This is an optimization exercise on Yosys and OpenROAD, whose aim is small area and a short achievable clock period, not a production implementation.
In this exercise RTL edits were held to simulation tests only and were not proved equivalent to the original.
Power is estimated from default activity; no workload was simulated.

`design/flow/run.sh`:
```
#!/bin/bash
# synth_recipe.tcl (not shown) runs the flow's synth.tcl, then flattens the netlist and writes it again
# the make line also repeats each setting of config.mk as NAME=value (left out here)
make -C /OpenROAD-flow-scripts/flow DESIGN_CONFIG=/design/flow/config.mk WORK_HOME=/design/flow/orfs CLKGATE_MAP_FILE= SYNTH_SCRIPT=/design/flow/synth_recipe.tcl finish
```
`design/flow/config.mk`:
```
export PLATFORM = sky130hd
export DESIGN_NAME = eth_switch_2p
export DESIGN_NICKNAME = eth_switch_2p
export VERILOG_FILES = /design/flow/design.v
export SDC_FILE = /design/flow/constraint.sdc
export NUM_CORES = 4
export LEC_CHECK = 0
export CAP_MARGIN = 20
export CORE_MARGIN = 2
export CORE_UTILIZATION = 40
export SLEW_MARGIN = 20
```
`design/flow/constraint.sdc`:
```
create_clock -name core_clock -period 6.5 [get_ports {clk}]
set_input_delay 1.3000 -clock core_clock [delete_from_list [all_inputs] [get_ports {clk}]]
set_output_delay 1.3000 -clock core_clock [all_outputs]
set_load 0.01 [all_outputs]
```
`design/flow/design.v`:
```
package eth_sw_pkg;
    typedef logic [31:0] eth_word_t;
    typedef struct packed {
        logic      eop;
        eth_word_t data;
    } fifo_entry_t;
    typedef enum logic [1:0] {IDLE, SEND, GAP} egress_state_e;
    typedef enum logic {PORT_A, PORT_B} port_sel_e;
    localparam eth_word_t ADDR_A_DEF        = 32'hA0A0_A0A0;
    localparam eth_word_t ADDR_B_DEF        = 32'hB0B0_B0B0;
    localparam int        FIFO_DEPTH_DEF    = 32;
    localparam int        MAX_PKT_WORDS_DEF = 16;
endpackage
module eth_pkt_fifo
#(
    parameter eth_sw_pkg::eth_word_t ADDR_A        = eth_sw_pkg::ADDR_A_DEF,
    parameter eth_sw_pkg::eth_word_t ADDR_B        = eth_sw_pkg::ADDR_B_DEF,
    parameter int        FIFO_DEPTH    = eth_sw_pkg::FIFO_DEPTH_DEF,
    parameter int        MAX_PKT_WORDS = eth_sw_pkg::MAX_PKT_WORDS_DEF
) (
    input  logic        clk,
    input  logic        rst_n,
    input  logic        in_valid,
    input  logic [31:0] in_data,
    input  logic        pop,
    output logic [32:0] head_entry,
    output logic [31:0] head_dest,
    output logic        pkt_avail,
    output logic        drop
);
    localparam int AW = $clog2(FIFO_DEPTH);
    localparam int WW = $clog2(MAX_PKT_WORDS + 1);
    localparam logic [AW:0]   DEPTH_C = FIFO_DEPTH;
    localparam logic [AW:0]   MAX_C   = MAX_PKT_WORDS;
    localparam logic [WW-1:0] MAX_W   = MAX_PKT_WORDS;
    eth_sw_pkg::eth_word_t     mem_data [0:FIFO_DEPTH-1];
    logic          mem_eop  [0:FIFO_DEPTH-1];
    logic [AW:0]   wr_ptr, rd_ptr, pkt_cnt, used, free;
    logic [WW-1:0] wcnt;
    logic          prev_valid, storing;
    logic          sop, admit, wr_en, wr_eop, commit, pop_eop;
    assign used = wr_ptr - rd_ptr;
    assign free = DEPTH_C - used;
    always_comb begin
        sop     = in_valid & ~prev_valid;
        admit   = sop & ((in_data == ADDR_A) | (in_data == ADDR_B)) & (free >= MAX_C);
        wr_en   = admit | (in_valid & prev_valid & storing & (wcnt < MAX_W));
        wr_eop  = admit ? (MAX_PKT_WORDS == 1) : (wcnt == MAX_W - 1'b1);
        commit  = ~in_valid & prev_valid & storing;
        pop_eop = pop & mem_eop[rd_ptr[AW-1:0]];
        drop    = sop & ~admit;
    end
    always_ff @(posedge clk) begin
        if (wr_en) begin
            mem_data[wr_ptr[AW-1:0]] <= in_data;
            mem_eop[wr_ptr[AW-1:0]]  <= wr_eop;
        end else if (commit) begin
            mem_eop[wr_ptr[AW-1:0] - 1'b1] <= 1'b1;
        end
    end
    always_ff @(posedge clk or negedge rst_n) begin
        if (!rst_n) begin
            wr_ptr     <= '0;
            rd_ptr     <= '0;
            pkt_cnt    <= '0;
            wcnt       <= '0;
            prev_valid <= 1'b1;
            storing    <= 1'b0;
        end else begin
            prev_valid <= in_valid;
            if (wr_en) wr_ptr <= wr_ptr + 1'b1;
            if (pop)   rd_ptr <= rd_ptr + 1'b1;
            if (admit) begin
                storing <= 1'b1;
                wcnt    <= WW'(1);
            end else if (wr_en) begin
                wcnt <= wcnt + 1'b1;
            end
            if (commit) storing <= 1'b0;
            case ({commit, pop_eop})
                2'b10:   pkt_cnt <= pkt_cnt + 1'b1;
                2'b01:   pkt_cnt <= pkt_cnt - 1'b1;
                default: pkt_cnt <= pkt_cnt;
            endcase
        end
    end
    assign head_entry = {mem_eop[rd_ptr[AW-1:0]], mem_data[rd_ptr[AW-1:0]]};
    assign head_dest  = mem_data[rd_ptr[AW-1:0]];
    assign pkt_avail  = (pkt_cnt != '0);
endmodule
module eth_switch_2p
#(
    parameter eth_sw_pkg::eth_word_t ADDR_A        = eth_sw_pkg::ADDR_A_DEF,
    parameter eth_sw_pkg::eth_word_t ADDR_B        = eth_sw_pkg::ADDR_B_DEF,
    parameter int        FIFO_DEPTH    = eth_sw_pkg::FIFO_DEPTH_DEF,
    parameter int        MAX_PKT_WORDS = eth_sw_pkg::MAX_PKT_WORDS_DEF
) (
    input  logic        clk,
    input  logic        rst_n,
    input  logic        Ain,
    input  logic [31:0] inDataA,
    input  logic        Bin,
    input  logic [31:0] inDataB,
    output logic        Aout,
    output logic [31:0] outDataA,
    output logic        Bout,
    output logic [31:0] outDataB,
    output logic [15:0] drop_cnt_a,
    output logic [15:0] drop_cnt_b
);
    logic [1:0]       pop, pkt_avail, drop, head_eop, busy, gnt_v, contend, load;
    logic [1:0][31:0] head_data;
    logic [1:0][31:0] head_dest;
    logic [1:0][31:0] port_addr;
    logic [1:0][1:0]  cand;
    logic [1:0][1:0]  state_q;
    logic [1:0][1:0]  state_d;
    logic [1:0]       sel_q;
    logic [1:0]       rr_q;
    logic [1:0]       gnt;
    logic [1:0]       src;
    logic [1:0]       out_v;
    logic [1:0][31:0] out_d;
    logic [1:0][15:0] dcnt;
    assign port_addr[0] = ADDR_A;
    assign port_addr[1] = ADDR_B;
    for (genvar f = 0; f < 2; f++) begin : g_ing
        eth_sw_pkg::fifo_entry_t entry;
        eth_pkt_fifo #(
            .ADDR_A(ADDR_A), .ADDR_B(ADDR_B),
            .FIFO_DEPTH(FIFO_DEPTH), .MAX_PKT_WORDS(MAX_PKT_WORDS)
        ) u_fifo (
            .clk(clk), .rst_n(rst_n),
            .in_valid((f == 0) ? Ain : Bin),
            .in_data((f == 0) ? inDataA : inDataB),
            .pop(pop[f]), .head_entry(entry), .head_dest(head_dest[f]),
            .pkt_avail(pkt_avail[f]), .drop(drop[f])
        );
        assign head_eop[f]  = entry.eop;
        assign head_data[f] = entry.data;
    end
    always_comb begin
        busy = '0;
        for (int p = 0; p < 2; p++) begin
            if (state_q[p] == eth_sw_pkg::SEND) busy[sel_q[p]] = 1'b1;
        end
        for (int p = 0; p < 2; p++) begin
            for (int f = 0; f < 2; f++) begin
                cand[p][f] = pkt_avail[f] & ~busy[f] & (head_dest[f] == port_addr[p]);
            end
            contend[p] = &cand[p];
            gnt_v[p]   = |cand[p];
            gnt[p]     = contend[p] ? rr_q[p] : (cand[p][0] ? 1'b0 : 1'b1);
        end
    end
    always_comb begin
        for (int p = 0; p < 2; p++) begin
            state_d[p] = state_q[p];
            case (state_q[p])
                eth_sw_pkg::IDLE:    if (gnt_v[p]) state_d[p] = head_eop[gnt[p]] ? eth_sw_pkg::GAP : eth_sw_pkg::SEND;
                eth_sw_pkg::SEND:    if (head_eop[sel_q[p]]) state_d[p] = eth_sw_pkg::GAP;
                eth_sw_pkg::GAP:     state_d[p] = eth_sw_pkg::IDLE;
                default: state_d[p] = eth_sw_pkg::IDLE;
            endcase
        end
    end
    always_comb begin
        pop = '0;
        for (int p = 0; p < 2; p++) begin
            src[p]  = (state_q[p] == eth_sw_pkg::IDLE) ? gnt[p] : sel_q[p];
            load[p] = ((state_q[p] == eth_sw_pkg::IDLE) & gnt_v[p]) | (state_q[p] == eth_sw_pkg::SEND);
            if (load[p]) pop[src[p]] = 1'b1;
        end
    end
    always_ff @(posedge clk or negedge rst_n) begin
        if (!rst_n) begin
            for (int p = 0; p < 2; p++) begin
                state_q[p] <= eth_sw_pkg::IDLE;
                sel_q[p]   <= 1'b0;
                rr_q[p]    <= 1'b0;
            end
        end else begin
            for (int p = 0; p < 2; p++) begin
                state_q[p] <= state_d[p];
                if ((state_q[p] == eth_sw_pkg::IDLE) && gnt_v[p]) sel_q[p] <= gnt[p];
                if ((state_q[p] == eth_sw_pkg::IDLE) && contend[p]) rr_q[p] <= ~gnt[p];
            end
        end
    end
    always_ff @(posedge clk or negedge rst_n) begin
        if (!rst_n) begin
            for (int p = 0; p < 2; p++) begin
                out_v[p] <= 1'b0;
                out_d[p] <= '0;
                dcnt[p]  <= '0;
            end
        end else begin
            for (int p = 0; p < 2; p++) begin
                out_v[p] <= load[p];
                out_d[p] <= load[p] ? head_data[src[p]] : '0;
                if (drop[p] && (dcnt[p] != 16'hFFFF)) dcnt[p] <= dcnt[p] + 1'b1;
            end
        end
    end
    assign Aout       = out_v[0];
    assign outDataA   = out_d[0];
    assign Bout       = out_v[1];
    assign outDataB   = out_d[1];
    assign drop_cnt_a = dcnt[0];
    assign drop_cnt_b = dcnt[1];
endmodule
```
==> results.txt <==
[worst max-delay path, delay by kind of cell, from the launching register on]
family	cells	cell delay [ns]
compound gates	7	1.89
simple gates	7	1.54
flops	1	0.88
mux	1	0.55
fa+ha+maj	2	0.44
buf+inv	1	0.32
xor+xnor	2	0.28
[cells by family after synthesis]
| logic type | after synthesis | share of synthesized area, % |
|---|---|---|
| flops | 2268 | 75.4 |
| mux | 725 | 13.7 |
| simple gates | 620 | 3.47 |
| compound gates | 521 | 4.21 |
| buf+inv | 276 | 1.78 |
| xor+xnor | 79 | 0.775 |
| fa+ha+maj | 44 | 0.633 |
[worst min-delay path by stage]
stage,start,endpoint,cells after the start
floorplan,g_ing[0].u_fifo.pkt_cnt[5]$_DFFE_PN0P_,g_ing[0].u_fifo.pkt_cnt[5]$_DFFE_PN0P_,1
finish,g_ing[1].u_fifo.pkt_cnt[5]$_DFFE_PN0P_,g_ing[1].u_fifo.pkt_cnt[5]$_DFFE_PN0P_,1
global placement,g_ing[0].u_fifo.pkt_cnt[5]$_DFFE_PN0P_,g_ing[0].u_fifo.pkt_cnt[5]$_DFFE_PN0P_,1
global route,g_ing[1].u_fifo.pkt_cnt[5]$_DFFE_PN0P_,g_ing[1].u_fifo.pkt_cnt[5]$_DFFE_PN0P_,1
detailed placement,g_ing[1].u_fifo.pkt_cnt[5]$_DFFE_PN0P_,g_ing[1].u_fifo.pkt_cnt[5]$_DFFE_PN0P_,1
CTS,rst_n,dcnt[22]$_DFFE_PN0P_,1
[cell type report]
class	instances	area, µm²	share of cell area [%]
Sequential cell	2268	67400	64.2
Multi-Input combinational cell	1989	20900	19.9
Clock buffer	284	5890	5.62
Timing Repair Buffer	506	5400	5.15
Tap cell	2975	3720	3.55
Clock inverter	139	1400	1.33
Inverter	43	161	0.154
Antenna cell	7	17.5	0.0167
[state kept, by name (all words and copies together), names as in the netlist]
signal	cells
g_ing.u_fifo.mem_eop	64
g_ing.u_fifo.prev_valid	2
g_ing.u_fifo.wr_ptr	12
g_ing.u_fifo.wcnt	10
out_v	2
g_ing.u_fifo.mem_data	2048
g_ing.u_fifo.rd_ptr	12
dcnt	32
g_ing.u_fifo.pkt_cnt	12
state_q	4
out_d	64
sel_q	2
rr_q	2
g_ing.u_fifo.storing	2
[metal layers]
layer  vias to the layer above  GRT usage (%)  wire (µm)
met3                       434           3.86      20200
met1                     25551           30.1     102000
met5                         -              0         23
li1                      19702              -          -
met4                         4           8.86      10700
met2                      2238           37.8     129000
[power by group through the flow]
stage                     logic [mW]  clock network (mW)  registers [mW]
final                          0.470                12.8            16.0
after CTS                      0.472                13.0            16.0
after global routing           0.503                13.6            16.0
after global placement         0.456                   0            16.3
after floorplan               0.0587                   0            16.3
after detailed placement       0.472                   0            16.3
[synthesized netlist by cell type, types with 34 or more instances]
cell type / count / share of area, %
a21oi_1: 71 / 0.40
nand2_1: 146 / 0.61
xnor2_1: 45 / 0.44
buf_2: 73 / 0.41
mux2i_1: 281 / 3.1
buf_4: 47 / 0.40
buf_6: 36 / 0.45
o22ai_1: 97 / 0.68
clkbuf_1: 65 / 0.27
edfxtp_1: 2112 / 71
o221ai_1: 62 / 0.61
inv_1: 38 / 0.16
mux4_2: 395 / 10
nand3_1: 55 / 0.31
nand4_1: 40 / 0.28
o21ai_0: 49 / 0.27
ha_1: 42 / 0.59
xor2_1: 34 / 0.33
dfrtp_1: 154 / 4.3
nor2_1: 206 / 0.87
a22o_1: 39 / 0.38
mux2_2: 47 / 0.59
a22oi_1: 61 / 0.51
[stage by stage]
step,worst slack (ns),total power [mW]
after global placement,0.452,16.8
after floorplan,1.45,16.4
final,0.434,29.3
after CTS,0.547,29.5
after global routing,0.143,30.1
after detailed placement,0.539,16.8
==> impl_metrics.tcl <==
set metrics [dict create \
    syn_to_final_growth_pct 17.4 \
    chipWidth_um 476 \
    cp_max_fo 31 \
    gp_congestion 0.815 \
    hold_violations 0 \
    period_share_pct 93.3 \
    synth_flop_cell "edfxtp_1" \
    final_antenna_net_count 0 \
    endpoint_kind "flip-flop" \
    hold_ws_ns 0.474 \
    power_switching_mw 6.04 \
    setup_viol 0 \
    p_seq_share_pct 54.7 \
    clock_sinks 2268 \
    synthArstFlopShare_pct 6.88 \
    netlist_instances 4533 \
    irDropWorstVdd_mv 0.320 \
    cts.clk_slew.worst_paths_ns 0.06 \
    cts_tree "built" \
    syn_area_um2 89300 \
    rsz0062_at_grt "false" \
    num_vias 47929 \
    ys_ff_latch 2268 \
    final_cell_mix "2112 x edfxtp_1, 395 x mux4_2, 281 x mux2i_1" \
    instances_no_fill 8211 \
    cts_made_buffers 225 \
    slew_headroom_pct 17.5 \
    r2r-end "g_ing[0].u_fifo.pkt_cnt[5]$_DFFE_PN0P_" \
    slew_violations 0 \
    skew_ns 0.0833 \
    fin_crit_ns 6.07 \
    remaining_drc_errors 0 \
    synth_cell_type_count 89 \
    powerDensity_nw_per_um2 279 \
    yosysWarningCount 2 \
    drt_iter0_markers 6153 \
    antenna_found_initial 8 \
    r2r_slack_ns 0.43 \
    drive_gt1_share_pct 23.3 \
    finalInstanceArea_um2 105000 \
    final_common_cell "edfxtp_1" \
    rows 173 \
    startpoint "g_ing[0].u_fifo.rd_ptr[0]$_DFFE_PN0P_" \
    utilization_pct 47.2 \
    avgRoutedWirePerCell_um 32.0 \
    fp.coreArea_um2 222000 \
    cp.required_ns 7.27 \
    initial_utilization_pct 40.2 \
    timing.setup.tns_ns 0 \
    crit_arrival_ns 6.84 \
    ys_seq_area_share_pct 75.4 \
    numPortBuffers 165 \
    postSynthAreaPerCell_um2 19.7 \
    dr.pass1.iters 5 \
    viasPerCell 5.84 \
    worst_pin_slew_ns 1.22 \
    critPathLaunchType "flip-flop" \
    worst_hold_path_type "flip-flop to flip-flop" \
    p_leak_nw 32.8 \
    postPlaceCellArea_um2 97600 \
    grt_pass1_wl_um 367000 \
    final_nets 5145 \
    maxCapViolCount 0 \
    syn_nets 4645 \
    worstSetupEndpoint "g_ing[0].u_fifo.pkt_cnt[5]$_DFFE_PN0P_" \
    clock.fmax_ghz 0.165 \
    grt_pass1_vias 47795 \
    intPower_mw 23.2 \
    grt_max_degree 94 \
    routed_wl_um 262000 \
    critPathKind "flip-flop to flip-flop" \
    grt_util_all_layers_pct 22.8 \
    cp_slowest_stage_delay_ns 0.88 \
    swShare_pct 20.6 \
    clkLatencyLatePin_ns 0.89 \
    die_h_um 476 \
    cpMaxStageDelayCell "dfrtp_4" \
    root_buffer "clkbuf_16" \
    clock_path_buffers 3 \
    hpwlAfterDp_um 155000 \
    p_clk_share_pct 43.7 \
    synth-edff-count 2112 \
    grt_overflow 0 \
    cts_resized 0 \
    cts_setup_buffers 0 \
    status "no timing/DRC/antenna violations" \
    fill_cells 18494 \
    htreeDepth 4 \
    ctsHoldBuffers 0 \
    rr_startpoint "g_ing[0].u_fifo.rd_ptr[0]$_DFFE_PN0P_" \
    die-area_um2 227000 \
    worst-r2r-cell-count 20 \
    path_cells "buf_12, mux4_2, a22oi_1, nand4_1, a222oi_1, nand4_1, nor4_4, nand3_2, o31a_2, and2_4, nor2_1, ha_1, ha_1, a21o_1, a21oi_1, o21bai_1, a21oi_1, xnor2_1, nor2_1, xor2_1" \
    dp_cells 7781 \
    ios 166 \
    p_comb_share_pct 1.6 \
]

static timing again, ports no longer ideal:
The results above use ideal ports. As a check the final layout listed here was re-extracted and re-timed, cells and wires unchanged.
Step 1 sets driving cells, clkbuf_16 on the clock port and buf_2 on the other inputs (assumed; they add their load-dependent delay and slew).
Step 2 adds t to the input delays and takes it off the output delays; t is the mean of the earliest and latest rising clock arrival at the registers after step 1. Input paths then give back, and output paths get back, about the clock's delay inside the block.
Three values: ideal, step 1, step 2; two values: the first two.
t (ns): 0.938
slack for setup (ns): 0.434 / 0.434 / 0.434
latest minus earliest clock arrival (ns): 0.083 / 0.083
worst data-port slew with drivers (ns): 0.14
After both steps this run still meets setup and hold. For this run, drivers alone change the setup slack by 0.000 ns; drivers and shift together by 0.000 ns.
